Source: an optimization exercise on an open RTL-to-GDS flow (aim: small area and a short achievable clock period). Production flows keep margins and buffers that such runs may drop.
RTL that was checked went through simulation tests only; none was proved equivalent to the original.
No driver is modelled on the clock port, so clocking that relies on it looks cheaper here than on a real chip.
Power and IR drop assume default switching activity.

Design fpga_host, start of the top module:
module fpga_host #(
  parameter int MMIO_ELS       = 16,
  parameter int NBF_MAX_WRITES = 4
) (
  input  wire                                   clk,
  input  wire                                   reset,
  input  wire                                   psel_i,
  input  wire                                   penable_i,
  input  wire                                   pwrite_i,
  input  wire [fpga_host_pkg::CSR_ADDR_W-1:0]   paddr_i,
  input  wire fpga_host_pkg::word_t             pwdata_i,
  output fpga_host_pkg::word_t                  prdata_o,
  output logic                                  pready_o,
  output logic                                  pslverr_o,
  output logic                                  wr_valid_o,
  input  wire                                   wr_ready_i,
  output logic [fpga_host_pkg::NBF_ADDR_W-1:0]  wr_addr_o,
  output logic [fpga_host_pkg::NBF_DATA_W-1:0]  wr_data_o,
  output logic [1:0]                            wr_size_o,
  input  wire                                   wr_done_i,
  output logic                                  bp_in_valid_o,
  input  wire                                   bp_in_ready_i,
  output fpga_host_pkg::word_t                  bp_in_data_o,
  input  wire                                   bp_out_valid_i,
  output logic                                  bp_out_ready_o,
  input  wire fpga_host_pkg::word_t             bp_out_data_i
);
clock: 4.2 ns
lec_check: 0
abc_clock_period_in_ps: 1800
cap_margin: 20
core_margin: 2
core_utilization: 65
cts_cluster_diameter: 80
cts_cluster_size: 24
setup_slack_margin: 2.2
slew_margin: 20
standard.sh (not shown) runs the stock make flow with config.mk's settings and CLKGATE_MAP_FILE= SYNTH_SCRIPT=/design/flow/synth_recipe.tcl, a recipe that flattens the netlist after the stock synthesis.
==> flow/flow/run.sh <==
#!/bin/bash
# The standard layout (the standard.sh, with the standard synthesis unchanged) with:
# - port buffers of a plain buffer cell (buf_4) instead of the one buffer_ports picks;
# - the resizer free to pick any cell size, not only same-footprint ones;
# - before detailed placement, each output port's buffer next to its pin and the register
#   feeding it right behind the buffer (flow/pull_out_regs.tcl);
# - after clock tree synthesis, the clock root buffer split into four, each driving one
#   quadrant of the tree, then legalization and another timing repair (flow/post_cts.tcl).
set -euo pipefail
F="$PWD/flow"
export PRE_DETAIL_PLACE_TCL="$F/pull_out_regs.tcl"
export POST_CTS_TCL="$F/post_cts.tcl"
bash standard.sh MATCH_CELL_FOOTPRINT=0 "BUFFER_PORTS_ARGS=-buffer_cell sky130_fd_sc_hd__buf_4" \
  PRE_DETAIL_PLACE_TCL="$F/pull_out_regs.tcl" POST_CTS_TCL="$F/post_cts.tcl" finish > standard_flow.log 2>&1
Other scripts of this flow, unchanged in this note and not shown: flow/flow/post_cts.tcl, flow/flow/pull_out_regs.tcl, flow/flow/split_root.tcl
Edit:
- ABC_CLOCK_PERIOD_IN_PS: 1800 -> 2100
- SETUP_SLACK_MARGIN: 2.2 -> 2.05
=> Die area is unchanged. Routed wire length is lower by about 4%. Design area came out lower by about 2.3%. Register-to-register slack is about the same. Fmax is about the same. Setup slack is worse by 6.3 ps. Sequential share of layout area rose by 1.8 points. Core utilization is lower by 1.7 points. Power came out lower by 1.9%. Critical path depth falls by 4.
Function was not checked in any run of this note: the RTL went through the layout flow alone.

========
fpga_host, a different RTL version from the one above (not shown whole).
Size: about 3,600 flip-flops, roughly 280 I/O pins, roughly 130,000 µm² of cells after synthesis.
Design fpga_host, start of the top module:
module fpga_host #(
  parameter int MMIO_ELS       = 16,
  parameter int NBF_MAX_WRITES = 4
) (
  input  wire                                   clk,
  input  wire                                   reset,
  input  wire                                   psel_i,
  input  wire                                   penable_i,
  input  wire                                   pwrite_i,
  input  wire [fpga_host_pkg::CSR_ADDR_W-1:0]   paddr_i,
  input  wire fpga_host_pkg::word_t             pwdata_i,
  output fpga_host_pkg::word_t                  prdata_o,
  output logic                                  pready_o,
  output logic                                  pslverr_o,
  output logic                                  wr_valid_o,
  input  wire                                   wr_ready_i,
  output logic [fpga_host_pkg::NBF_ADDR_W-1:0]  wr_addr_o,
  output logic [fpga_host_pkg::NBF_DATA_W-1:0]  wr_data_o,
  output logic [1:0]                            wr_size_o,
  input  wire                                   wr_done_i,
  output logic                                  bp_in_valid_o,
  input  wire                                   bp_in_ready_i,
  output fpga_host_pkg::word_t                  bp_in_data_o,
  input  wire                                   bp_out_valid_i,
  output logic                                  bp_out_ready_o,
  input  wire fpga_host_pkg::word_t             bp_out_data_i
);
export LEC_CHECK = 0
export ABC_CLOCK_PERIOD_IN_PS = 2000
export CAP_MARGIN = 20
export CORE_MARGIN = 2
export CORE_UTILIZATION = 65
export CTS_CLUSTER_DIAMETER = 80
export CTS_CLUSTER_SIZE = 24
export SETUP_SLACK_MARGIN = 2.18
export SLEW_MARGIN = 20
create_clock -name core_clock -period 4.2 [get_ports {clk}]
Scripts as last shown in full above: flow/flow/run.sh
Other scripts of this flow, unchanged in this note and not shown: flow/flow/post_cts.tcl, flow/flow/pull_out_regs.tcl, flow/flow/split_root.tcl
The starting point completed with no timing, DRC or antenna violations.
Next try:
==> flow/config.mk (replaced) <==
export PLATFORM = sky130hd
export DESIGN_NAME = fpga_host
export DESIGN_NICKNAME = fpga_host
export VERILOG_FILES = /design/flow/design.v
export SDC_FILE = /design/flow/constraint.sdc
export NUM_CORES = 4
export LEC_CHECK = 0
export ABC_CLOCK_PERIOD_IN_PS = 2100
export CAP_MARGIN = 20
export CORE_MARGIN = 2
export CORE_UTILIZATION = 70
export CTS_CLUSTER_DIAMETER = 80
export CTS_CLUSTER_SIZE = 30
export SETUP_SLACK_MARGIN = 2.05
export SLEW_MARGIN = 20
The changed run completed with no timing, DRC or antenna violations.
Final area is lower by about 2%.
Clock skew climbs by 6.3 ps.
Die area decreases by 7.1%.
First-iteration DRC count fell by about 0.9%.
Via count fell by 0.32%.
Cell count fell by about 2.7%.

## static timing again, ports no longer ideal
The results above use ideal ports. As a check the final layouts listed here were re-extracted and re-timed, cells and wires unchanged. Step 1: set_driving_cell puts a clkbuf_16 on clk and a buf_2 on each other input, an assumption about the parent block. Step 2 times the ports against the registers' clock, not the clock port: input delays grow and output delays shrink by t, the midpoint of the rising clock arrivals with the driver on. a / b / c = ideal ports / drivers / drivers and shift; a / b = the first two.
| run | t (ns) | setup slack, ns | worst data-port slew with drivers (ns) |
|---|---|---|---|
| the first run of note 1 | 0.803 | 1.963 / 1.897 / 1.341 | 0.14 |
| the second run of note 1 | 0.786 | 1.957 / 1.957 / 1.388 | 0.14 |
| the first run of note 2 | 0.789 | 2.131 / 1.983 / 1.569 | 0.12 |
| the second run of note 2 | 0.776 | 1.985 / 1.958 / 1.477 | 0.15 |
After both steps setup and hold are still met in every run listed. For the first run of note 1, which loses most, drivers alone change the setup slack by -0.066 ns; drivers and shift together by -0.622 ns.
